This design comes from an exercise in tuning for a short achievable clock period and few clock cycles per item on the open sky130 flow, not from production work. Only simulation tests tie the RTL to the original design; equivalence was not proved. No activity file was given, so power comes from the tool's default toggle rates.

==> flow/design.v <==
package mem_bus_pkg;
    localparam int WORD_W = 32;
    typedef logic [WORD_W-1:0] word_t;
endpackage
package cache_cfg_pkg;
    localparam int NUM_SETS    = 8;
    localparam int NUM_WAYS    = 2;
    localparam int BLOCK_WORDS = 2;
    localparam int IDX_W     = 3;
    localparam int BLKOFF_W  = 1;
    localparam int BYTEOFF_W = 2;
    localparam int TAG_W     = 32 - IDX_W - BLKOFF_W - BYTEOFF_W;
    localparam int NUM_FRAMES = NUM_SETS * NUM_WAYS;
    localparam int FRAME_W    = $clog2(NUM_FRAMES);
    localparam logic [FRAME_W-1:0] LAST_FRAME = FRAME_W'(NUM_FRAMES - 1);
    typedef struct packed {
        logic [TAG_W-1:0]     tag;
        logic [IDX_W-1:0]     idx;
        logic [BLKOFF_W-1:0]  blkoff;
        logic [BYTEOFF_W-1:0] byteoff;
    } cache_addr_t;
    typedef struct packed {
        logic                              valid;
        logic                              dirty;
        logic [TAG_W-1:0]                  tag;
        logic [BLOCK_WORDS-1:0][32-1:0]    data;
    } cache_frame_t;
endpackage
module dcache_top (
    input  logic               CLK,
    input  logic               nRST,
    input  logic               dmem_ren,
    input  logic               dmem_wen,
    input  mem_bus_pkg::word_t dmem_addr,
    input  mem_bus_pkg::word_t dmem_store,
    input  logic               halt,
    input  mem_bus_pkg::word_t wb_dat_r,
    input  logic               wb_ack,
    output mem_bus_pkg::word_t dmem_load,
    output logic               dhit,
    output logic               flushed,
    output logic               wb_cyc,
    output logic               wb_stb,
    output logic               wb_we,
    output mem_bus_pkg::word_t wb_adr,
    output mem_bus_pkg::word_t wb_dat_w
);
    localparam int NWB = 4;               
    logic [15:0] valid_q;
    logic [15:0] dirty_q;
    logic [7:0]  lru_q;                   
    logic [25:0] tag_q  [16];
    logic [31:0] data_q [32];
    logic        dhit_q;
    logic [31:0] load_q;
    logic        p_wen;
    logic [3:0]  p_frame;
    logic        p_blk;
    logic [31:0] p_store;
    logic        acc_q;
    logic [25:0] acc_tag;
    logic        f_busy;
    logic [3:0]  f_frame;
    logic [1:0]  f_have;                  
    logic        stb_q;
    logic        we_q;
    logic [31:0] adr_q;
    logic [31:0] dat_q;
    logic        k_rd1;                   
    logic        k_rd2;                   
    logic        k_wb;                    
    logic        k_fl;                    
    logic [NWB-1:0] wv;
    logic [28:0]    wb_a  [NWB];
    logic [31:0]    wb_d0 [NWB];
    logic [31:0]    wb_d1 [NWB];
    logic           wb_word;              
    logic        fl_word;
    logic [3:0]  fl_sel;
    logic        flushed_q;
    logic        req;
    logic        ev;
    logic [2:0]  idx;
    logic        blk;
    logic [25:0] tag;
    logic [15:0] fmatch;
    logic        m0;
    logic        m1;
    logic        hit;
    logic [3:0]  vframe;
    logic        pend0;
    logic        pend1;
    logic        rd_ack;
    logic        fwd;
    logic        vdirty;
    logic        hazard;
    logic        can_bus;
    logic        can_acc;
    logic        accept;
    logic        ld_done;
    logic        st_done;
    logic [31:0] d0;
    logic [31:0] d1;
    assign req    = dmem_ren || dmem_wen;
    assign ev     = req && !dhit_q && !acc_q;
    assign idx    = dmem_addr[5:3];
    assign blk    = dmem_addr[2];
    assign tag    = dmem_addr[31:6];
    always_comb begin
        for (int f = 0; f < 16; f++) begin
            fmatch[f] = valid_q[f] && (tag_q[f] == tag);
        end
    end
    assign m0     = fmatch[{1'b0, idx}];
    assign m1     = fmatch[{1'b1, idx}];
    assign hit    = m0 || m1;
    assign vframe = {lru_q[idx], idx};
    assign vdirty = dirty_q[vframe];
    assign d0     = data_q[{1'b0, idx, blk}];
    assign d1     = data_q[{1'b1, idx, blk}];
    logic [31:0] ld0;
    logic [31:0] ld1;
    assign ld0 = (acc_q || pend0) ? wb_dat_r : d0;
    assign ld1 = (acc_q || pend1) ? wb_dat_r : d1;
    assign pend0  = f_busy && (f_frame == {1'b0, idx}) && !f_have[blk];
    assign pend1  = f_busy && (f_frame == {1'b1, idx}) && !f_have[blk];
    assign rd_ack = wb_ack && (k_rd1 || k_rd2);
    assign fwd    = rd_ack && (adr_q[2] == blk);
    always_comb begin
        hazard = 1'b0;
        for (int i = 0; i < NWB; i++) begin
            if (wv[i] && wb_a[i] == dmem_addr[31:3]) hazard = 1'b1;
        end
    end
    logic miss_q;                         
    logic hazard_q;
    logic wr_avail;
    logic first_slot;
    logic acc_first;
    logic acc_wait;
    assign can_bus    = !stb_q || (wb_ack && !k_rd1);
    assign wr_avail   = stb_q ? a_v : i_v;
    assign first_slot = ev && !miss_q && can_bus && !wr_avail;
    assign acc_first  = first_slot && !hit && !(vdirty && wv[NWB-1]) && !hazard;
    assign acc_wait   = ev && miss_q && can_bus && !(vdirty && wv[NWB-1]) && !hazard_q;
    assign accept     = acc_first || acc_wait;
    assign ld_done = dmem_ren && ((ev && ((m0 && (!pend0 || fwd)) || (m1 && (!pend1 || fwd))))
                                  || (acc_q && rd_ack));
    assign st_done = dmem_wen && ((ev && hit) || accept);
    logic        halt_q;
    logic        halt_q2;
    logic [15:0] fmask;
    logic [3:0]  fsel_q;
    logic        fsel_v;
    logic [3:0]  f_pick;
    logic        f_any;
    logic [31:0] c_adr;
    logic [31:0] c_d0;
    logic [31:0] c_d1;
    logic [31:0] fl_d1;
    always_comb begin
        f_pick = '0;
        f_any  = 1'b0;
        for (int f = 15; f >= 0; f--) begin
            if (fmask[f]) begin
                f_pick = 4'(f);
                f_any  = 1'b1;
            end
        end
    end
    assign c_adr = {tag_q[fsel_q], fsel_q[2:0], 1'b0, 2'b00};
    assign c_d0  = data_q[{fsel_q, 1'b0}];
    assign c_d1  = data_q[{fsel_q, 1'b1}];
    logic        i_v;
    logic        i_wb;
    logic [31:0] i_adr;
    logic [31:0] i_dat;
    logic        i_fword;
    logic [3:0]  i_fsel;
    always_comb begin
        i_v     = 1'b0;
        i_wb    = 1'b0;
        i_adr   = {wb_a[0], wb_word, 2'b00};
        i_dat   = wb_word ? wb_d1[0] : wb_d0[0];
        i_fword = 1'b0;
        i_fsel  = fsel_q;
        if (wv[0]) begin
            i_v  = 1'b1;
            i_wb = 1'b1;
        end else if (halt_q2 && fsel_v) begin
            i_v   = 1'b1;
            i_adr = c_adr;
            i_dat = c_d0;
        end
    end
    logic        a_v;
    logic        a_rd;
    logic        a_wb;
    logic        a_fl;
    logic [31:0] a_adr;
    logic [31:0] a_dat;
    logic        a_fword;
    logic [3:0]  a_fsel;
    always_comb begin
        a_v     = 1'b0;
        a_rd    = 1'b0;
        a_wb    = 1'b0;
        a_fl    = 1'b0;
        a_adr   = adr_q ^ 32'd4;
        a_dat   = wb_d1[0];
        a_fword = 1'b0;
        a_fsel  = fl_sel;
        if (k_rd1) begin
            a_v  = 1'b1;
            a_rd = 1'b1;
        end else if (k_wb && !wb_word) begin
            a_v  = 1'b1;
            a_wb = 1'b1;
        end else if (k_wb && wv[1]) begin
            a_v   = 1'b1;
            a_wb  = 1'b1;
            a_adr = {wb_a[1], 1'b0, 2'b00};
            a_dat = wb_d0[1];
        end else if (k_rd2 && wv[0]) begin
            a_v   = 1'b1;
            a_wb  = 1'b1;
            a_adr = {wb_a[0], wb_word, 2'b00};
            a_dat = wb_word ? wb_d1[0] : wb_d0[0];
        end else if (k_fl && !fl_word) begin
            a_v     = 1'b1;
            a_fl    = 1'b1;
            a_fword = 1'b1;
            a_dat   = fl_d1;
        end else if (halt_q2 && fsel_v && !(k_wb && wb_word && wv[1])) begin
            a_v    = 1'b1;
            a_fl   = 1'b1;
            a_fsel = fsel_q;
            a_adr  = c_adr;
            a_dat  = c_d0;
        end
    end
    logic        n_stb;
    logic        n_we;
    logic [31:0] n_adr;
    logic [31:0] n_dat;
    logic        n_rd1;
    logic        n_rd2;
    logic        n_wb;
    logic        n_fl;
    logic        n_fword;
    logic [3:0]  n_fsel;
    logic [31:0] o_adr;
    always_comb begin
        if (stb_q && !wb_ack) begin
            n_stb = 1'b1;
            n_we  = we_q;
            o_adr = adr_q;
            n_rd1 = k_rd1;
            n_rd2 = k_rd2;
            n_wb  = k_wb;
            n_fl  = k_fl;
        end else if (stb_q) begin
            n_stb = a_v;
            n_we  = !a_rd;
            o_adr = a_adr;
            n_rd1 = 1'b0;
            n_rd2 = a_rd;
            n_wb  = a_wb;
            n_fl  = a_fl;
        end else begin
            n_stb = i_v;
            n_we  = 1'b1;
            o_adr = i_adr;
            n_rd1 = 1'b0;
            n_rd2 = 1'b0;
            n_wb  = i_wb;
            n_fl  = i_v && !i_wb;
        end
        if (accept) begin
            n_stb = 1'b1;
            n_we  = 1'b0;
            n_rd1 = 1'b1;
            n_rd2 = 1'b0;
            n_wb  = 1'b0;
            n_fl  = 1'b0;
        end
        n_adr = (first_slot || acc_wait) ? {dmem_addr[31:3], blk ^ dmem_wen, 2'b00} : o_adr;
        n_dat   = !stb_q ? i_dat : wb_ack ? a_dat : dat_q;
        n_fword = !stb_q ? i_fword : wb_ack ? a_fword : fl_word;
        n_fsel  = !stb_q ? i_fsel : wb_ack ? a_fsel : fl_sel;
    end
    logic           wb_pop;
    logic           wb_push;
    logic [NWB-1:0] wv_sh;
    assign wb_pop  = wb_ack && k_wb && wb_word;
    assign wb_push = acc_q && dirty_q[f_frame];
    assign wv_sh   = wb_pop ? (wv >> 1) : wv;
    logic flush_done;
    assign flush_done = halt_q2 && !wb_push && !n_stb && !(f_busy && !(k_rd2 && wb_ack)) && !wv_sh[0]
                        && (fmask == '0) && !(k_fl && !(wb_ack && fl_word));
    logic fl_start;
    assign fl_start = !stb_q ? (i_v && !i_wb) : (wb_ack && a_fl && !a_fword);
    always_ff @(posedge CLK, negedge nRST) begin
        if (!nRST) begin
            dhit_q    <= 1'b0;
            acc_q     <= 1'b0;
            f_busy    <= 1'b0;
            f_have    <= 2'b00;
            f_frame   <= '0;
            stb_q     <= 1'b0;
            we_q      <= 1'b0;
            k_rd1     <= 1'b0;
            k_rd2     <= 1'b0;
            k_wb      <= 1'b0;
            k_fl      <= 1'b0;
            fl_word   <= 1'b0;
            fl_sel    <= '0;
            wv        <= '0;
            wb_word   <= 1'b0;
            valid_q   <= '0;
            dirty_q   <= '0;
            lru_q     <= '0;
            flushed_q <= 1'b0;
            halt_q    <= 1'b0;
            miss_q    <= 1'b0;
            halt_q2   <= 1'b0;
            fsel_v    <= 1'b0;
            fmask     <= '0;
        end else begin
            dhit_q  <= ld_done || st_done;
            acc_q   <= accept;
            stb_q   <= n_stb;
            we_q    <= n_we;
            k_rd1   <= n_rd1;
            k_rd2   <= n_rd2;
            k_wb    <= n_wb;
            k_fl    <= n_fl;
            fl_word <= n_fword;
            fl_sel  <= n_fsel;
            if (rd_ack) f_have[adr_q[2]] <= 1'b1;
            if (k_rd2 && wb_ack) f_busy <= 1'b0;
            if (!f_busy || (k_rd2 && wb_ack)) begin
                f_frame <= vframe;
                f_have  <= 2'b00;
            end
            if (accept) f_busy <= 1'b1;
            if (wb_ack && k_wb) wb_word <= !wb_word;
            wv <= wv_sh;
            if (wb_push) begin
                for (int i = 0; i < NWB; i++) begin
                    if (!wv_sh[i] && (i == 0 || wv_sh[i > 0 ? i - 1 : 0])) wv[i] <= 1'b1;
                end
            end
            if (acc_q) begin
                valid_q[f_frame] <= 1'b1;
                dirty_q[f_frame] <= 1'b0;
            end
            if (wb_ack && k_fl && fl_word) dirty_q[fl_sel] <= 1'b0;
            if (dhit_q) begin
                lru_q[p_frame[2:0]] <= !p_frame[3];
                if (p_wen) begin
                    dirty_q[p_frame] <= 1'b1;
                    if (f_busy && p_frame == f_frame) f_have[p_blk] <= 1'b1;
                end
            end
            if (flush_done) flushed_q <= 1'b1;
            halt_q  <= halt;
            miss_q  <= ev && !hit && !accept;
            halt_q2 <= halt_q;
            fsel_v  <= f_any;
            if (!halt_q) fmask <= dirty_q;
            else if (fl_start) fmask[fsel_q] <= 1'b0;
        end
    end
    always_ff @(posedge CLK) begin
        adr_q <= n_adr;
        dat_q <= n_dat;
        fsel_q <= f_pick;
        hazard_q <= hazard;
        if (!(k_fl && !fl_word)) fl_d1 <= c_d1;
        load_q <= m1 ? ld1 : ld0;
        if (!dhit_q) begin
            p_wen   <= dmem_wen;
            p_frame <= {acc_q ? f_frame[3] : hit ? m1 : lru_q[idx], idx};
            p_blk   <= blk;
            p_store <= dmem_store;
        end
        if (!acc_q) acc_tag <= tag;
        if (acc_q) tag_q[f_frame] <= acc_tag;
        for (int i = 0; i < NWB; i++) begin
            if (wb_push && !wv_sh[i] && (i == 0 || wv_sh[i > 0 ? i - 1 : 0])) begin
                wb_a[i]  <= {tag_q[f_frame], f_frame[2:0]};
                wb_d0[i] <= data_q[{f_frame, 1'b0}];
                wb_d1[i] <= data_q[{f_frame, 1'b1}];
            end else if (wb_pop && i < NWB - 1) begin
                wb_a[i]  <= wb_a[i < NWB - 1 ? i + 1 : i];
                wb_d0[i] <= wb_d0[i < NWB - 1 ? i + 1 : i];
                wb_d1[i] <= wb_d1[i < NWB - 1 ? i + 1 : i];
            end
        end
        if (rd_ack && !f_have[adr_q[2]]) data_q[{f_frame, adr_q[2]}] <= wb_dat_r;
        if (dhit_q && p_wen) data_q[{p_frame, p_blk}] <= p_store;
    end
    assign dhit      = dhit_q;
    assign dmem_load = load_q;
    assign flushed   = flushed_q;
    assign wb_cyc    = stb_q;
    assign wb_stb    = stb_q;
    assign wb_we     = we_q;
    assign wb_adr    = adr_q;
    assign wb_dat_w  = dat_q;
endmodule
==> flow/flow/run.sh <==
#!/bin/bash
# The standard ORFS layout (standard.sh), unchanged except that timing
# repair aims for more setup slack than the flow settings allow (the clock
# period and constraints stay the design's). Make's full output goes to
# standard_make.log here; ORFS keeps each step's log under orfs/logs/.
set -euo pipefail
cd "$(dirname "${BASH_SOURCE[0]}")/.."
bash standard.sh SETUP_SLACK_MARGIN=8 finish > standard_make.log 2>&1
test -s out/final.def
==> flow/standard.sh <==
#!/bin/bash
# synth_recipe.tcl (not shown) runs the flow's synth.tcl, then flattens the netlist and writes it again
# the make line also repeats each setting of config.mk as NAME=value (left out here)
make -C /OpenROAD-flow-scripts/flow DESIGN_CONFIG=/design/flow/config.mk WORK_HOME=/design/flow/orfs CLKGATE_MAP_FILE= SYNTH_SCRIPT=/design/flow/synth_recipe.tcl "${@:-finish}"
==> flow/config.mk <==
export PLATFORM = sky130hd
export DESIGN_NAME = dcache_top
export DESIGN_NICKNAME = dcache_top
export VERILOG_FILES = /design/flow/design.v
export SDC_FILE = /design/flow/constraint.sdc
export NUM_CORES = 4
export LEC_CHECK = 0
export CAP_MARGIN = 20
export CORE_MARGIN = 2
export CORE_UTILIZATION = 40
export SLEW_MARGIN = 20
==> flow/constraint.sdc <==
create_clock -name core_clock -period 9.0 [get_ports {CLK}]
set_input_delay 1.8000 -clock core_clock [delete_from_list [all_inputs] [get_ports {CLK}]]
set_output_delay 1.8000 -clock core_clock [all_outputs]
set_load 0.01 [all_outputs]
==> results of run 1 <==
## metrics by stage
| step | total power, mW | instances | util | hold slack [ps] | instance area [um2] |
|---|---|---|---|---|---|
| 3_3_place_gp | 29.28 | 11730 | 0.4230 | 453.8 | 128100 |
| 4_1_cts | 49.32 | 13600 | 0.5619 | 473.7 | 170100 |
| 2_1_floorplan | 22.53 | 8157 | - | 417.0 | 121900 |
| 3_5_place_dp | 29.43 | 11730 | 0.4232 | 458.5 | 128100 |
## power by group through the flow
stage | Clock, mW | Sequential (mW) | Combinational, mW
floorplan | 0 | 13.0 | 9.50
global placement | 0 | 13.9 | 15.3
detailed placement | 0 | 14.0 | 15.5
CTS | 10.3 | 13.5 | 25.5
## routing by layer
metal  overflow  track usage
met5          0       0.3644
met1          0       0.5561
met4          0       0.5062
met3          1       0.4825
met2          1       0.6500
## logic make-up after synthesis
group,count (synthesis),share of synthesized area
AOI/OAI and AO/OA,986,0.05621
xor gates and xnor gates,550,0.03960
adders and majority gates,19,0.001954
buffers and inverters,871,0.02988
DFF,2093,0.5101
muxes,2713,0.3262
other,1,0.00003083
and+or+nand+nor,923,0.03606
## worst max path at each step
stage                            end  slack (ps)  depth (start not counted)
after floorplan           wb_a[3][0]        4720                          5
after global placement    load_q[17]        2300                         11
after detailed placement  load_q[16]        2260                         11
after CTS                  load_q[6]        5250                         14
## repair_timing
item                                    in CTS
cloned                                     494
endpoints found under the setup margin    3823
buffers inserted                           931
pin swaps                                  335
hold endpoints to repair                     0
gates resized for setup                   3690
==> run summary, run 1 <==
status stopped before the end; Stopped at 5_1_grt; Err [ERROR GRT-0232] Routing congestion too high. Check the congestion heatmap in the GUI.; GRT overflow 2; Area contributors post-synth edfxtp_1 49%, mux4_2 16%, mux2_2 11%, mux2i_1 4.6%, xor2_1 2.6%; clk sink count 2093; gpl congestion 1.005; largest net degree at the start of global routing between 70 and 80; H-Tree Depth 4; Synth top area share 0.4863; synth cell count leaders 1970 x edfxtp_1, 1179 x mux2_2, 870 x mux4_2, 557 x mux2i_1, 525 x clkbuf_1; Top FF cell, synth edfxtp_1; initial core utilization 0.4018; CTS hold repair buffers 0; Avg Cell Area, Syn 14.92 um2; Cells after Synth ~8200; I/O pin cnt 203; synth warn 4; largest area contributor in the netlist edfxtp_1; Root Buffer clkbuf_16; most common cell in the synthesized netlist edfxtp_1; IO Port Bufs 198; Num CTS Buffers between 200 and 250; row count 202; hpwl dp 304.7 mm; Netlist cell types 83; EDFF count, synth between 1500 and 2000; sequential share of the synthesized area 0.5101; die width ~560 um; Die Y around 560 um; Async SR Flop Fraction 0.04109; synthesized cell area 0.1216 mm2; Total GRT Usage 0.5549; Synth Register Bits approximately 2100; CTS max path bufs 4; dpl ws 2257 ps
Testbench counts, summed over its fixed seeds: cycles 16,002, accesses 4,800.
==> run 2: changes to the inputs <==
--- a/flow/design.v
+++ b/flow/design.v
@@ -141,9 +141,29 @@
     assign can_bus    = !stb_q || (wb_ack && !k_rd1);
     assign wr_avail   = stb_q ? a_v : i_v;
-    assign first_slot = ev && !miss_q && can_bus && !wr_avail;
-    assign acc_first  = first_slot && !hit && !(vdirty && wv[NWB-1]) && !hazard;
+    localparam int PB = 6;
+    logic pm0;
+    logic pm1;
+    logic pmiss;
+    assign pm0   = valid_q[{1'b0, idx}] && tag_q[{1'b0, idx}][PB-1:0] == tag[PB-1:0];
+    assign pm1   = valid_q[{1'b1, idx}] && tag_q[{1'b1, idx}][PB-1:0] == tag[PB-1:0];
+    assign pmiss = !pm0 && !pm1;
+    assign first_slot = ev && !miss_q && can_bus && (!wr_avail || (pmiss && !(vdirty && wv[NWB-1])));
+    logic phazard;
+    always_comb begin
+        phazard = 1'b0;
+        for (int i = 0; i < NWB; i++) begin
+            if (wv[i] && wb_a[i][7:0] == dmem_addr[10:3]) phazard = 1'b1;
+        end
+    end
+    assign acc_first  = first_slot && !hit && !(vdirty && wv[NWB-1]) && !phazard;
     assign acc_wait   = ev && miss_q && can_bus && !(vdirty && wv[NWB-1]) && !hazard_q;
     assign accept     = acc_first || acc_wait;
-    assign ld_done = dmem_ren && ((ev && ((m0 && (!pend0 || fwd)) || (m1 && (!pend1 || fwd))))
+    logic amb;
+    logic amb_q;
+    logic m1_q;
+    logic sel1;
+    assign amb  = pm0 && pm1;
+    assign sel1 = amb_q ? m1_q : pm1;
+    assign ld_done = dmem_ren && ((ev && (!amb || amb_q) && ((m0 && (!pend0 || fwd)) || (m1 && (!pend1 || fwd))))
                                   || (acc_q && rd_ack));
     assign st_done = dmem_wen && ((ev && hit) || accept);
@@ -277,8 +297,8 @@
             n_fl  = i_v && !i_wb;
         end
-        if (accept) begin
-            n_stb = 1'b1;
+        if (first_slot || acc_wait) begin
+            n_stb = accept;
             n_we  = 1'b0;
-            n_rd1 = 1'b1;
+            n_rd1 = accept;
             n_rd2 = 1'b0;
             n_wb  = 1'b0;
@@ -323,4 +343,5 @@
             flushed_q <= 1'b0;
             halt_q    <= 1'b0;
+            amb_q     <= 1'b0;
             miss_q    <= 1'b0;
             halt_q2   <= 1'b0;
@@ -366,4 +387,5 @@
             if (flush_done) flushed_q <= 1'b1;
             halt_q  <= halt;
+            amb_q   <= ev && amb && !amb_q;
             miss_q  <= ev && !hit && !accept;
             halt_q2 <= halt_q;
@@ -379,5 +401,6 @@
         hazard_q <= hazard;
         if (!(k_fl && !fl_word)) fl_d1 <= c_d1;
-        load_q <= m1 ? ld1 : ld0;
+        load_q <= sel1 ? ld1 : ld0;
+        m1_q   <= m1;
         if (!dhit_q) begin
             p_wen   <= dmem_wen;
==> flow/run.sh (new file) <==
#!/bin/bash
# synth_recipe.tcl (not shown) runs the flow's synth.tcl, then flattens the netlist and writes it again
# the make line also repeats each setting of config.mk as NAME=value (left out here)
make -C /OpenROAD-flow-scripts/flow DESIGN_CONFIG=/design/flow/config.mk WORK_HOME=/design/flow/orfs CLKGATE_MAP_FILE= SYNTH_SCRIPT=/design/flow/synth_recipe.tcl finish
--- a/flow/config.mk
+++ b/flow/config.mk
@@ -6,6 +6,7 @@
 export NUM_CORES = 4
 export LEC_CHECK = 0
-export CAP_MARGIN = 20
+export CAP_MARGIN = 30
 export CORE_MARGIN = 2
 export CORE_UTILIZATION = 40
+export SETUP_SLACK_MARGIN = 5
 export SLEW_MARGIN = 20
removed: flow/flow/run.sh
removed: flow/standard.sh
==> run summary, run 2 <==
status no timing/DRC/antenna violations; Synth top area share 0.4873; Setup TNS 0 ps; gpl congestion 1.022; Root Buffer clkbuf_16; Top FF cell, synth edfxtp_1; hpwl dp 320.0 mm; largest area contributor in the netlist edfxtp_1; antenna-violating nets left 0; CTS tree done; CP Max Fanout 27; row count 202; worst hold path class reg -> reg; die area around 0.31 mm2; Regs by FF count data_q x1024, tag_q x416; final hold violations 0; CP Launch Point wb_ack; Critical Path RT 9560 ps; Biggest register data_q; Worst Setup Path Type in -> reg; RSZ-0062 raised after global routing true; startpoint types input pin; fin crit share 0.4614; leakage 46.56 nW; Die Y 554.9 um; Least-Margin Pin Slew 1185 ps; I/O pin cnt 203; GRT overflow 0; Total GRT Usage 0.3427; synthesized cell area 0.1214 mm2; Worst R2R Path Depth 9; crit path to data_q[8][24]; first-pass GRT wire length 728.7 mm; Reg-to-Reg End wb_d0[1][4]; Worst Path Arrival ~4700 ps; placed insts roughly 12000; largest net degree at the start of global routing 112; final core utilization 0.4666; initial core utilization 0.4016; Final min period 4152 ps; via/cell ratio 7.066; die width 554.9 um; fraction of layout cells with a size suffix above 1 0.3630; most common cell in the synthesized netlist edfxtp_1; Async SR Flop Fraction 0.04153; Fill cells 26270; Num CTS Buffers 238; max-slew violation count 0; initial antenna violation count 60; synth cell count leaders 1970 x edfxtp_1, 1141 x mux2_2, 824 x mux4_2, 607 x mux2i_1, 606 x clkbuf_1; CTS max path bufs 4; synth warn 4; H-Tree Depth 4; Clk Latency, worst-skew pair 1000 ps; drt wl/cell 43.49 um; Critical R2R Launch f_frame[2]; flop2flop setup slack 4890 ps; Netlist cell types 64; Final Worst Setup Slack 4848 ps; VDD IR max 0.2375 mV; clock-pin slew on the worst setup and hold paths 60 ps; Final Net Count 8493; commonest non-fill, non-tap cell in the layout edfxtp_1; clk sink count 2095; DRT iter0 DRCs 15300; Max Cap Viol 0; EDFF count, synth slightly below 2000; drt pass-1 iters 9; final WL ~550 mm; vias in the first global route between 80000 and 90000; IO Port Bufs 198; routed via count 88920; sequential share of the synthesized area 0.5115; Area Overhead vs Synth 16.18%; Cells after Synth 8362; max reg flops 1024; Peak Freq 240.8 MHz; final setup vio count 0; Power Density 290.6 mW/mm2; Fin Clk Skew 99.77 ps; total power ~41 mW; dpl ws 2114 ps; Slew HR 0.2103; core area 0.3023 mm2; Avg Cell Area, Syn 14.52 um2; residual DRC count 0; Synth Register Bits 2095; Critical Path Sink Type register; Area contributors post-synth edfxtp_1 49%, mux4_2 15%, mux2_2 11%, mux2i_1 5.0%, xor2_1 3.1%; commonest non-fill, non-tap cells in the layout 1970 x edfxtp_1, 1141 x mux2_2, 824 x mux4_2, 605 x mux2i_1, 398 x xor2_1; non-filler cells, final 12580
run 2: cell count changes after synthesis, sizes merged, moves of 30 or more:
cell and change:
inv +51, a222oi +62, mux2 -118, nand2 +99, o21ai +127, buf -33, nor2 -41, xor2 +67
xnor2 -56, clkbuf +81, mux4 -48, o22ai +30, mux2i +50
run 2: where the power goes:
group	internal [mW]	switching, mW	leakage [nW]
sequential	12.4	1.32	19.3
clock	5.76	4.34	3.86
combinational	6.25	10.9	23.4
run 2: area by class of cell:
| type | instances | area [um2] | share of cell area |
|---|---|---|---|
| timing repair inverter | 1 | 8.758 | 0.00006210 |
| clock buffer | 306 | 6524 | 0.04625 |
| tap | 3978 | 4977 | 0.03529 |
| timing repair buffer | 630 | 7543 | 0.05348 |
| antenna | 28 | 70.07 | 0.0004968 |
| inverter | 98 | 412.9 | 0.002928 |
| clock inverter | 140 | 1374 | 0.009741 |
| multi-input combinational | 5308 | 58000 | 0.4112 |
| sequential | 2095 | 62130 | 0.4405 |
run 2: worst min path at each step:
stage / start / endpoint / slack (ps) / depth (start not counted)
3_5_place_dp: fmask[0] / fsel_q[0] / 470 / 1
4_1_cts: fmask[0] / fsel_q[0] / 470 / 1
3_3_place_gp: fmask[0] / fsel_q[0] / 470 / 1
2_1_floorplan: halt_q / halt_q2 / 420 / 0
5_1_grt: lru_q[5] / lru_q[5] / 520 / 2
6_report: fmask[0] / fsel_q[0] / 480 / 1
run 2: logic make-up (layout without fill, tap and decap cells):
logic type / count (synthesis) / count (layout) / synth area share
xor gates and xnor gates: 561 / 561 / 0.04048
buffers and inverters: 973 / 1175 / 0.03150
AOI/OAI and AO/OA: 1140 / 1140 / 0.06480
adders and majority gates: 19 / 19 / 0.001958
and+or+nand+nor: 976 / 989 / 0.03786
muxes: 2597 / 2597 / 0.3119
other: 1 / 30 / 0.00003089
DFF: 2095 / 2095 / 0.5115
run 2: worst max-delay path: stages:
cell and delay, ps:
clkdlybuf4s50_1 470, buf_4 260, inv_1 210, nor3_1 520, nand2_2 450, o21ai_4 340, buf_6 600
run 2: timing repair:
action,in CTS,in global routing
setup endpoints to repair,1728,901
pin swaps,34,31
hold buffers,0,0
resized for setup,302,130
setup buffers,49,26
cloned,26,17
run 2: metal layers:
layer | vias to the layer above | routed length (um) | GRT usage
met5 | - | 396 | 0.002969
met4 | 45 | 37610 | 0.1980
met3 | 1682 | 80540 | 0.1185
met2 | 7660 | 232900 | 0.4951
met1 | 45820 | 195800 | 0.4460
li1 | 33720 | - | -
run 2: per-stage QoR:
| step | hold slack, ps | instance area (um2) |
|---|---|---|
| after detailed placement | 471.5 | 128900 |
| final | 475.5 | 141000 |
| after global placement | 467.0 | 128000 |
| after CTS | 474.8 | 139200 |
| after floorplan | 420.5 | 121700 |
| after global routing | 520.2 | 141000 |
Testbench counts of run 2, summed over its fixed seeds: cycles 15,675, accesses 4,800.
==> run 3: changes to the inputs <==
--- a/flow/design.v
+++ b/flow/design.v
@@ -141,10 +141,16 @@
     assign can_bus    = !stb_q || (wb_ack && !k_rd1);
     assign wr_avail   = stb_q ? a_v : i_v;
-    localparam int PB = 6;
+    localparam int PB = 8;
+    logic [15:0] pmatch;
     logic pm0;
     logic pm1;
     logic pmiss;
-    assign pm0   = valid_q[{1'b0, idx}] && tag_q[{1'b0, idx}][PB-1:0] == tag[PB-1:0];
-    assign pm1   = valid_q[{1'b1, idx}] && tag_q[{1'b1, idx}][PB-1:0] == tag[PB-1:0];
+    always_comb begin
+        for (int f = 0; f < 16; f++) begin
+            pmatch[f] = valid_q[f] && (tag_q[f][PB-1:0] == tag[PB-1:0]);
+        end
+    end
+    assign pm0   = pmatch[{1'b0, idx}];
+    assign pm1   = pmatch[{1'b1, idx}];
     assign pmiss = !pm0 && !pm1;
     assign first_slot = ev && !miss_q && can_bus && (!wr_avail || (pmiss && !(vdirty && wv[NWB-1])));
==> run summary, run 3 <==
I/O pin cnt 203; Worst Setup Path Type reg -> reg; vias in the first global route 84730; Post-DP Area ~0.13 mm2; DRT iter0 DRCs 15350; IO Port Bufs 198; die area 0.3038 mm2; Num CTS Buffers 236; slowest stage delay, CP 660 ps; drt pass-1 iters 8; final WL 517.0 mm; max-slew violation count 0; cell depth of the worst setup path 7; Power Density 293.4 mW/mm2; total power 40.41 mW; Clk Latency, worst-skew pair 980 ps; antenna-violating nets left 1; residual DRC count 0; Worst Path Arrival ~4800 ps; first-pass GRT wire length 696.5 mm; commonest non-fill, non-tap cells in the layout 1970 x edfxtp_1, 825 x mux4_2, 765 x mux2_2, 693 x o21ai_0, 668 x nand2_1; Worst Hold Depth 2; Max Cap Viol 0; final core utilization 0.4633; placed insts 12200; Total GRT Usage 0.3301; Slew HR 0.2076; max reg flops 1024; via/cell ratio 6.970; RSZ-0062 raised after global routing true; die width 551.2 um; clock-pin slew on the worst setup and hold paths 60 ps; CTS tree done; Setup TNS 0 ps; Synth Register Bits 2095; Biggest register data_q; CTS max path bufs 4; EDFF count, synth 1970; Async SR Flop Fraction 0.04153; Area Overhead vs Synth 14.99%; Die Y 551.2 um; Critical Path Sink Type register; Top FF cell, synth edfxtp_1; startpoint types register; Area contributors post-synth edfxtp_1 49%, mux4_2 16%, mux2_2 7.3%, mux2i_1 4.7%, o21ai_0 3.1%; Fin Clk Skew roughly 110 ps; H-Tree Depth 4; Netlist cell types 75; most common cell in the synthesized netlist edfxtp_1; Least-Margin Pin Slew about 1200 ps; CP Max Fanout 25; Design Area, Final 0.1377 mm2; synthesized cell area 0.1198 mm2; final setup vio count 0; gpl congestion 0.9672; Buf+Inv Stages, Crit Path 4; non-filler cells, final 12810; commonest non-fill, non-tap cell in the layout edfxtp_1; Final Net Count 8765; fraction of layout cells with a size suffix above 1 0.2999; area of the multi-input gates 0.05553 mm2; Peak Freq 237.0 MHz; Storage cell area 0.06213 mm2; Root Buffer clkbuf_16; clk sink count 2095; CTS hold repair buffers 0; largest area contributor in the netlist edfxtp_1; synth warn 4; GRT overflow 0; final hold violations 0; most frequent cell on the critical path buf_4; VDD IR max 0.2979 mV; row count 200; slowest CP cell nand2_2; hpwl dp roughly 300 mm; Critical Path RT 9530 ps; initial antenna violation count 50; core area 0.2973 mm2; critical path's top delay family buffers and inverters; Worst R2R Path Depth 7; sequential share of the synthesized area 0.5184; drt wl/cell roughly 40 um; Cells after Synth approximately 8600; leakage 44.53 nW; worst-path cell chain buf_4, nor2_2, buf_4, nand2_2, buf_4, o21ai_4, buf_8; Final min period around 4200 ps; Regs by FF count data_q x1024, tag_q x416; fin crit share 0.4689; Avg Cell Area, Syn ~14 um2; routed via count 89270; largest net degree at the start of global routing 110; Synth top area share 0.4939; initial core utilization 0.4029; worst hold path class reg -> reg; status complete, but fails checks; Failing Checks antenna rules; Fill cells 25880; synth cell count leaders 1970 x edfxtp_1, 825 x mux4_2, 781 x mux2_2, 732 x o21ai_0, 695 x nand2_1
run 3: cells by family after synthesis:
| kind of cell | Yosys count | share of synthesized area |
|---|---|---|
| AOI/OAI and AO/OA | 1566 | 0.08302 |
| xor gates and xnor gates | 545 | 0.03985 |
| adders and majority gates | 19 | 0.001985 |
| buffers and inverters | 920 | 0.03281 |
| DFF | 2095 | 0.5184 |
| muxes | 2180 | 0.2766 |
| other | 1 | 0.00003131 |
| and+or+nand+nor | 1306 | 0.04732 |
run 3: repair_timing:
action	CTS	global route
resized for setup	202	71
endpoints found under the setup margin	1952	456
pin swaps	37	14
setup buffers	72	9
gates cloned	17	5
run 3: layer usage:
metal,part of all wire,wire [um],GRT usage
met2,0.42,218000,0.4710
met4,0.065,33360,0.1837
met5,0.00080,413,0.002814
met1,0.36,184000,0.4284
met3,0.16,81300,0.1286
run 3: cell type report:
type / count / area share
Antenna cell: 23 / 0.0004179
Sequential cell: 2095 / 0.4511
Multi-Input combinational cell: 5626 / 0.4032
Clock buffer: 292 / 0.04589
Timing Repair Buffer: 604 / 0.05016
Tap cell: 3939 / 0.03578
Inverter: 81 / 0.002407
Clock inverter: 148 / 0.01104
run 3: worst reg2reg max path, stage by stage (launching register included):
cell and delay [ps]:
dfrtp_2 430, buf_4 250, nor2_2 250, buf_4 560, nand2_2 660, buf_4 500, o21ai_4 600, buf_8 570
run 3: path summary, 6_finish.rpt:
path	end	from	slack, ps
hold / removal	lru_q[0]	lru_q[0]	470
setup reg to reg	data_q[19][20]	f_frame[2]	4780
max in group asynchronous	stb_q	nRST	7220
setup / recovery	data_q[19][20]	f_frame[2]	4780
min in group asynchronous	we_q	nRST	740
hold reg to reg	lru_q[0]	lru_q[0]	470
run 3: per-stage QoR:
stage | setup slack [ps] | hold slack (ps)
6_report | 4780 | 474.8
5_1_grt | 4977 | 504.3
4_1_cts | 5000 | 476.6
3_5_place_dp | 2118 | 463.7
3_3_place_gp | 2155 | 454.0
2_1_floorplan | 4386 | 419.6
run 3: power breakdown:
part / internal (mW) / switching [mW]
clock network: 5.70 / 4.35
logic: 6.19 / 10.5
registers: 12.5 / 1.17
total: 24.3 / 16.1
Testbench counts of run 3, summed over its fixed seeds: cycles 15,652, accesses 4,800.
==> run 4: changes to the inputs <==
--- a/flow/config.mk
+++ b/flow/config.mk
@@ -8,5 +8,5 @@
 export CAP_MARGIN = 30
 export CORE_MARGIN = 2
-export CORE_UTILIZATION = 40
+export CORE_UTILIZATION = 45
 export SETUP_SLACK_MARGIN = 5
 export SLEW_MARGIN = 20
==> run summary, run 4 <==
status complete, but fails checks; Failing Checks antenna rules; Setup TNS 0 ps; area of the multi-input gates 0.05541 mm2; IO Port Bufs around 200; initial core utilization 0.4522; most common cell in the synthesized netlist edfxtp_1; Critical R2R Launch fsel_q[3]; I/O pin cnt between 200 and 250; grt peak-use layer met2; leakage 44.39 nW; drt wl/cell 41.84 um; Power Density 292.4 mW/mm2; synth cell count leaders 1970 x edfxtp_1, 825 x mux4_2, 781 x mux2_2, 732 x o21ai_0, 695 x nand2_1; Final min period 4137 ps; die width 519.9 um; largest area contributor in the netlist edfxtp_1; clock-pin slew on the worst setup and hold paths 60 ps; Area contributors post-synth edfxtp_1 49%, mux4_2 16%, mux2_2 7.3%, mux2i_1 4.7%, o21ai_0 3.1%; final core utilization 0.5170; Fill cells 22000; initial antenna violation count 41; sequential share of the synthesized area 0.5184; placed insts 11790; core area 0.2649 mm2; Final Worst Setup Slack 4863 ps; Synth top area share 0.4939; residual DRC count 0; Max Cap Viol 0; final hold violations 0; row count 189; Storage cell area 0.06213 mm2; gpl congestion about 0.97; CP Launch Point fsel_q[3]; H-Tree Depth 4; Peak Freq 241.7 MHz; Slew HR 0.1672; HP Start fmask[0]; hpwl dp 294.8 mm; Num CTS Buffers 240; worst hold path class reg -> reg; CP Max Fanout 48; vias in the first global route 84390; routed via count between 80000 and 90000; Async SR Flop Fraction 0.04153; Biggest register data_q; M1 GR Usage 0.4917; VDD IR max 0.3688 mV; die area 0.2703 mm2; EDFF count, synth 1970; commonest non-fill, non-tap cell in the layout edfxtp_1; CTS hold repair buffers 0; Clk Latency, worst-skew pair 1000 ps; DRT iter0 DRCs 16120; Critical Path RT 9510 ps; non-filler cells, final 12380; Regs by FF count data_q x1024, tag_q x416; drt pass-1 iters 7; clk sink count 2095; synth warn 4; fraction of layout cells with a size suffix above 1 0.2950; Final Net Count 8751; Least-Margin Pin Slew 1249 ps; fin crit share 0.4597; Cells after Synth 8632; Worst Path Arrival 4650 ps; Area Overhead vs Synth 14.31%; Fin Clk Skew roughly 150 ps; first-pass GRT wire length 699.2 mm; final WL slightly above 500 mm; largest net degree at the start of global routing ~130; grt met3 use 0.1364; commonest non-fill, non-tap cells in the layout 1970 x edfxtp_1, 825 x mux4_2, 765 x mux2_2, 707 x o21ai_0, 666 x nand2_1; CTS max path bufs 4; max reg flops between 1000 and 1500; via/cell ratio 7.246; Die Y 519.9 um; Root Buffer clkbuf_16; startpoint types register; final setup vio count 0; dpl ws 2364 ps; Synth Register Bits 2095; total power 40.03 mW; Top FF cell, synth edfxtp_1; global routing usage on met2 0.5325; Worst Setup Path Type reg -> reg; Critical Path Sink Type register; Netlist cell types 75; max-slew violation count 0; Total GRT Usage 0.3728; synthesized cell area roughly 0.12 mm2; GRT overflow 0; antenna-violating nets left 1; Avg Cell Area, Syn around 14 um2; CTS tree done; RSZ-0062 raised after global routing true
==> run 4: cell counts after synthesis <==
Identical to the previous run, type by type.
==> run 4: metal layers <==
| layer | wire length (um) | up-vias |
|---|---|---|
| li1 | - | 34350 |
| met1 | 182700 | 45450 |
| met2 | 219400 | 8233 |
| met3 | 82280 | 1664 |
| met4 | 33520 | 36 |
| met5 | 252 | - |
==> run 4: logic make-up (layout without fill, tap and decap cells) <==
group / after synthesis / after routing / share of synthesized area
AO/OA/AOI/OAI: 1566 / 1566 / 0.08302
XOR/XNOR: 545 / 545 / 0.03985
adder cells (fa/ha/maj): 19 / 19 / 0.001985
buffers and inverters: 920 / 1108 / 0.03281
flip-flops: 2095 / 2095 / 0.5184
multiplexers: 2180 / 2180 / 0.2766
other: 1 / 28 / 0.00003131
AND/OR/NAND/NOR: 1306 / 1309 / 0.04732
==> run 4: area by class of cell <==
type                    instances  share of cell area
diodes                         26           0.0004752
clock buffers                 296             0.04599
clock inverters               140            0.009595
inverters                      81            0.002577
multi-input cells            5621              0.4047
flip-flops and latches       2095              0.4538
well taps                    3533             0.03228
repair buffers                590             0.05054
repair inverters                1          0.00006397
==> run 4: final timing paths <==
kind,end,slack (ps),cells after the start
max,dat_q[10],4860,7
min,fsel_q[0],480,1
max reg2reg,dat_q[10],4860,7
min reg2reg,fsel_q[0],480,1
max in group asynchronous,f_frame[0],6960,2
min in group asynchronous,we_q,720,1
==> run 4: worst max-delay path, cell delays in order, from the launching register on <==
cell and delay, ps:
dfxtp_4 740, inv_6 410, buf_12 330, a221oi_1 550
nor2_1 100, o21ai_0 660, a222oi_1 190, o21ai_0 450
==> run 4: through the flow <==
step,hold slack [ps],instance area [um2]
2_1_floorplan,419.6,120100
3_3_place_gp,461.6,125700
3_5_place_dp,457.8,126300
4_1_cts,475.1,135900
5_1_grt,488.3,136900
6_report,475.6,136900
==> run 4: timing repair <==
action                                  4_1_cts  5_1_grt
pin swaps                                    39       10
cloned                                       16        3
endpoints found under the setup margin     1936      382
gates resized for setup                     222       60
buffers inserted                             62       17
==> run 4: power breakdown <==
| group | switching, mW | internal, mW | total (mW) |
|---|---|---|---|
| Sequential | 1.10 | 12.5 | 13.6 |
| Clock | 4.27 | 5.59 | 9.86 |
| Combinational | 10.5 | 6.13 | 16.6 |
| Total | 15.9 | 24.2 | 40.0 |
==> run 5: changes to the inputs <==
--- a/flow/design.v
+++ b/flow/design.v
@@ -428,5 +428,5 @@
             end
         end
-        if (rd_ack && !f_have[adr_q[2]]) data_q[{f_frame, adr_q[2]}] <= wb_dat_r;
+        if ((k_rd1 || k_rd2) && !f_have[adr_q[2]]) data_q[{f_frame, adr_q[2]}] <= wb_dat_r;
         if (dhit_q && p_wen) data_q[{p_frame, p_blk}] <= p_store;
     end
--- a/flow/config.mk
+++ b/flow/config.mk
@@ -8,5 +8,5 @@
 export CAP_MARGIN = 30
 export CORE_MARGIN = 2
-export CORE_UTILIZATION = 45
+export CORE_UTILIZATION = 40
 export SETUP_SLACK_MARGIN = 5
 export SLEW_MARGIN = 20
==> run summary, run 5 <==
status no timing/DRC/antenna violations; clock-pin slew on the worst setup and hold paths approximately 60 ps; Netlist cell types 74; cell depth of the worst setup path 7; gpl congestion about 0.96; max-slew violation count 0; Total GRT Usage 0.3341; dpl ws approximately 2800 ps; final core utilization 0.4622; Synth top area share 0.4930; VDD IR max roughly 0.29 mV; Final min period 4198 ps; Fin Clk Skew 100.5 ps; Critical Path Sink Type register; Buf+Inv Stages, Crit Path 4; critical path's top delay family buffers and inverters; cell internal pwr 24.33 mW; die area around 0.30 mm2; Critical R2R Launch f_frame[3]; total length of routed met3 wires 89.95 mm; Regs by FF count data_q x1024, tag_q x416; synthesized cell area 0.1200 mm2; Worst Setup Path Type reg -> reg; startpoint types register; DR top layer met5; Peak Freq 238.2 MHz; via/cell ratio 6.987; antenna-violating nets left 0; slowest CP cell o21ai_4; synth cell count leaders 1970 x edfxtp_1, 882 x o21ai_0, 846 x mux2_2, 793 x mux4_2, 767 x nand2_1; Power Density 297.3 mW/mm2; Worst Hold Depth 1; Area Overhead vs Synth 15.18%; Area contributors post-synth edfxtp_1 49%, mux4_2 15%, mux2_2 7.9%, mux2i_1 4.4%, o21ai_0 3.7%; Switching Fraction 0.4079; Least-Margin Pin Slew 1160 ps; largest net degree at the start of global routing 127; fin crit share 0.4665; sequential share of power 0.334; worst-path cell chain inv_2, buf_6, nor2_4, buf_4, nand2_4, o21ai_4, buf_6; HP Start fmask[0]; GRT overflow 0; final WL between 500 and 600 mm; vias in the first global route 84670; IO Port Bufs slightly below 200; Final Worst Setup Slack 4802 ps; Top FF cell, synth edfxtp_1; initial core utilization 0.4013; P_sw 16.76 mW; synth warn 4; Max Cap Viol 0; largest area contributor in the netlist edfxtp_1; multiplexer share of the synthesized area 0.2721; DRT iter0 DRCs between 15000 and 20000; RSZ-0062 raised after global routing true; CP Launch Point f_frame[3]; drt pass-1 iters 9; die width 551.7 um; Clock Power Share 0.244; most frequent cell on the critical path buf_6; CP Max Fanout 23; slowest stage delay, CP 740 ps; CTS hold repair buffers 0; I/O pin cnt around 200; routed via count 91180; Setup TNS 0 ps; final hold violations 0; area fraction in compound gates after synthesis 0.08427; DRT met1 WL 186.0 mm; drt wl/cell 40.47 um; Post-DP Area 0.1272 mm2; Avg Cell Area, Syn 13.53 um2; Die Y 551.7 um; commonest non-fill, non-tap cell in the layout edfxtp_1; initial antenna violation count 50; fraction of layout cells with a size suffix above 1 0.2978; commonest non-fill, non-tap cells in the layout 1970 x edfxtp_1, 842 x o21ai_0, 817 x mux2_2, 793 x mux4_2, 737 x nand2_1; Synth Register Bits roughly 2100; worst hold path class reg -> reg; Synth Area in Simple Gates 0.05097; Design Area, Final 0.1382 mm2; leakage roughly 45 nW; Async SR Flop Fraction 0.04153; row count 201; Synth Area in XOR/XNOR 0.04000; Num CTS Buffers 234; residual DRC count 0; sequential share of the synthesized area 0.5175; H-Tree Depth 4; max reg flops 1024; Critical Path RT approximately 9500 ps; final setup vio count 0; Worst Path Arrival 4700 ps; Biggest register data_q; adder-cell share of the synthesized area 0.001981; Worst R2R Path Depth 7; core area roughly 0.30 mm2; DR WL met2 between 200 and 250 mm; Root Buffer clkbuf_16; EDFF count, synth 1970; Slew HR 0.2268; CTS max path bufs 4; first-pass GRT wire length between 700 and 800 mm; Cells after Synth 8869; CTS tree done; clk sink count 2095; Fill cells between 20000 and 30000; Clk Latency, worst-skew pair 950 ps; Final Net Count 8986; hpwl dp 301.9 mm; largest family of logic cells by synthesized area multiplexers; most common cell in the synthesized netlist edfxtp_1; Gate power share 0.422
-- run 5: cell count changes after synthesis, sizes merged, moves of 25 or more --
cell | before | now
mux2i | 568 | 526
nand2 | 695 | 768
clkbuf | 525 | 592
a21oi | 149 | 208
nor2 | 248 | 280
buf | 314 | 270
a31oi | 37 | 4
mux4 | 825 | 793
o31a | 0 | 25
o211ai | 34 | 3
a221oi | 185 | 120
mux2 | 787 | 846
o21ai | 737 | 888
-- run 5: final timing paths --
kind,slack [ps],end
worst max-delay path,4800,data_q[17][2]
worst min-delay path,480,fsel_q[0]
worst max register to register,4800,data_q[17][2]
worst min register to register,480,fsel_q[0]
max in group asynchronous,7340,f_frame[3]
min in group asynchronous,680,we_q
-- run 5: kinds of logic after synthesis --
logic type	after synthesis
AOI/OAI and AO/OA	1663
other	1
and+or+nand+nor	1421
DFF	2095
adders and majority gates	19
muxes	2165
buffers and inverters	957
xor gates and xnor gates	548
-- run 5: power by group through the flow --
stage	sequential, mW	clock, mW	combinational (mW)
after floorplan	13.3	0	9.12
after detailed placement	14.1	0	15.5
final	13.7	10.0	17.3
after CTS	13.9	10.0	16.2
after global routing	13.8	10.4	17.7
after global placement	14.1	0	15.2
-- run 5: metal layers --
| metal | vias to the layer above | track usage |
|---|---|---|
| met5 | - | 0.001094 |
| met4 | 32 | 0.1743 |
| met3 | 1718 | 0.1443 |
| met2 | 8505 | 0.4702 |
| met1 | 45960 | 0.4350 |
| li1 | 34970 | - |
-- run 5: worst reg2reg max path: cells and delay by family (launching register included) --
family | cells | cell delay [ps]
buffers and inverters | 4 | 1380
and+or+nand+nor | 2 | 860
AOI/OAI and AO/OA | 1 | 780
DFF | 1 | 720
-- run 5: final cells by class --
cell class,count,area [um2],area share
timing repair inverter,1,8.758,0.00006337
antenna,31,77.57,0.0005613
sequential,2095,62130,0.4496
tap,3958,4952,0.03583
timing repair buffer,602,6854,0.04959
clock buffer,317,6494,0.04699
clock inverter,115,1277,0.009243
multi-input combinational,5836,56010,0.4053
inverter,95,399.1,0.002888
-- run 5: per-stage QoR --
| stage | total power [mW] | std cells | hold WS (ps) |
|---|---|---|---|
| floorplan | 22.39 | 8870 | 421.1 |
| finish | 41.09 | 13050 | 476.1 |
| detailed placement | 29.54 | 12440 | 459.6 |
| global placement | 29.25 | 12410 | 460.0 |
| global route | 41.87 | 13020 | 493.9 |
| CTS | 40.03 | 12950 | 477.2 |
-- run 5: timing repair --
action                                  in CTS  in global routing
pin swaps                                   43                 19
resized for setup                          248                 89
setup buffers                               49                 27
gates cloned                                27                 13
endpoints found under the setup margin    1833                197
Testbench counts of run 5, summed over its fixed seeds: cycles 15,652, accesses 4,800.
==> run 6: changes to the inputs <==
--- a/flow/config.mk
+++ b/flow/config.mk
@@ -8,5 +8,5 @@
 export CAP_MARGIN = 30
 export CORE_MARGIN = 2
-export CORE_UTILIZATION = 40
+export CORE_UTILIZATION = 50
 export SETUP_SLACK_MARGIN = 5
 export SLEW_MARGIN = 20
==> run summary, run 6 <==
hpwl dp 298.9 mm; Total GRT Usage 0.4186; leakage roughly 45 nW; P_sw 16.55 mW; Max Cap Viol 0; Reg-to-Reg End data_q[16][12]; Least-Margin Pin Slew 1195 ps; largest family of logic cells by synthesized area multiplexers; total length of routed met3 wires 92.44 mm; Switching Fraction 0.4086; Biggest register data_q; Gate power share 0.425; max reg flops 1024; largest net degree at the start of global routing 130; final hold violations 0; Final Net Count 8958; H-Tree Depth 4; area of the multi-input gates 0.05618 mm2; Fill cells 18990; CTS hold repair buffers 0; gpl congestion 0.9883; clock-pin slew on the worst setup and hold paths about 60 ps; synth warn 4; GRT overflow 0; die area around 0.24 mm2; residual DRC count 0; Worst Hold Depth 2; DRT met1 WL 187.3 mm; EDFF count, synth 1970; Final Worst Setup Slack 4736 ps; Worst Path Arrival between 4000 and 5000 ps; first-pass GRT wire length between 700 and 800 mm; antenna-violating nets left 0; Final min period ~4300 ps; CTS tree done; dpl ws 2648 ps; IO Port Bufs 198; non-filler cells, final between 10000 and 15000; Synth Area in Simple Gates 0.05097; commonest non-fill, non-tap cell in the layout edfxtp_1; Synth Area in XOR/XNOR 0.04000; DR WL met2 214.4 mm; final WL roughly 520 mm; Clk Latency, worst-skew pair 900 ps; Root Buffer clkbuf_16; DRT iter0 DRCs 16920; RSZ-0062 raised after global routing true; Worst Setup Path Type reg -> reg; sequential share of power 0.340; Avg Cell Area, Syn 13.53 um2; routed via count 91160; commonest non-fill, non-tap cells in the layout 1970 x edfxtp_1, 847 x o21ai_0, 817 x mux2_2, 793 x mux4_2, 737 x nand2_1; Worst R2R Path Depth 7; Cells after Synth 8869; die width 493.9 um; Fin Clk Skew between 50 and 60 ps; Regs by FF count data_q x1024, tag_q x416; synth cell count leaders 1970 x edfxtp_1, 882 x o21ai_0, 846 x mux2_2, 793 x mux4_2, 767 x nand2_1; largest area contributor in the netlist edfxtp_1; Synth Register Bits approximately 2100; Peak Freq 234.5 MHz; Setup TNS 0 ps; initial core utilization 0.5035; area fraction in compound gates after synthesis 0.08427; I/O pin cnt 203; drt pass-1 iters 9; synthesized cell area 0.1200 mm2; adder-cell share of the synthesized area 0.001981; startpoint types register; Critical Path Sink Type register; most common cell in the synthesized netlist edfxtp_1; max-slew violation count 0; fraction of layout cells with a size suffix above 1 0.2984; drt wl/cell between 40 and 50 um; VDD IR max roughly 0.25 mV; Clock Power Share 0.235; placed insts 11640; flop2flop setup slack 4740 ps; multiplexer share of the synthesized area 0.2721; HP Start lru_q[5]; Num CTS Buffers 231; Netlist cell types 74; DR top layer met5; status no timing/DRC/antenna violations; clk sink count 2095; via/cell ratio roughly 7.5; fin crit share 0.4738; vias in the first global route ~85000; worst hold path class reg -> reg; Power Density between 200 and 300 mW/mm2; CP Max Fanout 32; final setup vio count 0; sequential share of the synthesized area 0.5175; initial antenna violation count 37; row count about 180; cell internal pwr around 24 mW; Async SR Flop Fraction 0.04153; CTS max path bufs 3; Critical R2R Launch f_frame[3]; core area approximately 0.24 mm2; Slew HR 0.2032; Area Overhead vs Synth 14.29%; Storage cell area 0.06212 mm2; Synth top area share 0.4930; Top FF cell, synth edfxtp_1; Die Y 493.9 um; Area contributors post-synth edfxtp_1 49%, mux4_2 15%, mux2_2 7.9%, mux2i_1 4.4%, o21ai_0 3.7%; Critical Path RT 9490 ps; Worst Hold Path EP lru_q[5]
## run 6: final cells by class
class | count | area share
antenna | 19 | 0.0003467
clock buffer | 327 | 0.04718
clock inverter | 101 | 0.006797
inverter | 95 | 0.002828
multi-input combinational | 5831 | 0.4097
sequential | 2095 | 0.4530
tap | 3167 | 0.02890
timing repair buffer | 582 | 0.05118
timing repair inverter | 1 | 0.00006387
## run 6: layer usage
layer / global-route usage / vias up
met3: 0.1835 / 1510
met1: 0.5681 / 46390
met5: 0.002348 / -
met4: 0.1989 / 31
met2: 0.5736 / 8357
li1: - / 34870
## run 6: per-stage QoR
stage / cell area (um2) / hold slack [ps] / util / power (mW)
after floorplan: 120400 / 421.1 / - / 22.39
after global placement: 125400 / 468.3 / 0.5264 / 29.07
after detailed placement: 126100 / 481.9 / 0.5293 / 29.48
after CTS: 135600 / 495.0 / 0.5692 / 39.37
after global routing: 137100 / 518.0 / 0.5754 / 41.16
final: 137100 / 496.1 / 0.5755 / 40.50
## run 6: worst max path at each step
stage                        startpoint              to  slack (ps)  cells past startpoint
after CTS                    f_frame[3]     wb_a[0][13]        4950                     10
after global placement    dmem_addr[11]       adr_q[28]        2600                     11
after floorplan              f_frame[0]    data_q[0][0]        4190                      8
after global routing             dhit_q  data_q[15][11]        4780                      5
after detailed placement   dmem_addr[7]      load_q[17]        2650                     12
final                        f_frame[3]  data_q[16][12]        4740                      7
## run 6: power groups by stage
stage	clock network (mW)	logic [mW]	registers, mW
final	9.53	17.2	13.8
after floorplan	0	9.12	13.3
after CTS	9.52	16.0	13.9
after global routing	9.89	17.4	13.8
after detailed placement	0	15.4	14.1
after global placement	0	15.0	14.1
## run 6: what timing repair did
item                        CTS  global route
pin swaps                    39            28
cloned                       25             7
gates resized for setup     257           121
buffers inserted             48            10
setup endpoints to repair  1716           558
## run 6: kinds of logic (layout without fill, tap and decap cells)
group / after synthesis / in the layout
AOI/OAI and AO/OA: 1663 / 1663
xor gates and xnor gates: 548 / 548
adders and majority gates: 19 / 19
buffers and inverters: 957 / 1106
DFF: 2095 / 2095
muxes: 2165 / 2165
other: 1 / 21
and+or+nand+nor: 1421 / 1434
## run 6: worst max-delay path: stages (launching register included)
cell and delay, ps:
dfrtp_4 750, inv_8 230, buf_4 350, nor2_2 180, buf_4 540, nand2_4 510
o21ai_4 260, buf_4 880

[port drivers added, routing unchanged]
No port has a modelled driver above. Below, the same layouts with a new extraction and two added sets of constraints.
Step 1: set_driving_cell puts a clkbuf_16 on CLK and a buf_2 on each other input, an assumption about the parent block.
Step 2 moves the port delays by t, midway between the first and last clock arrival at a register: inputs arrive t later, outputs are due t later. That takes back most of the time a late clock gives input paths.
Slacks: ideal / step 1 / step 2; pairs: ideal / step 1.
| run | shift t [ns] | setup slack, ns | worst setup path at the end | latest minus earliest clock arrival (ns) | worst register clock-pin slew, ns |
|---|---|---|---|---|---|
| run 2 | 1.042 | 4.848 / 4.667 / 3.625 | input to register | 0.101 / 0.101 | 0.07 / 0.07 |
| run 3 | 1.032 | 4.780 / 4.780 / 3.844 | input to register | 0.110 / 0.110 | 0.07 / 0.07 |
| run 4 | 1.032 | 4.863 / 4.862 / 3.830 | input to register | 0.152 / 0.152 | 0.07 / 0.07 |
| run 5 | 1.008 | 4.802 / 4.802 / 3.916 | input to register | 0.106 / 0.105 | 0.07 / 0.07 |
| run 6 | 0.966 | 4.736 / 4.736 / 4.008 | input to register | 0.055 / 0.055 | 0.07 / 0.07 |
For run 2, which loses most, drivers alone change the setup slack by -0.181 ns; drivers and shift together by -1.223 ns.
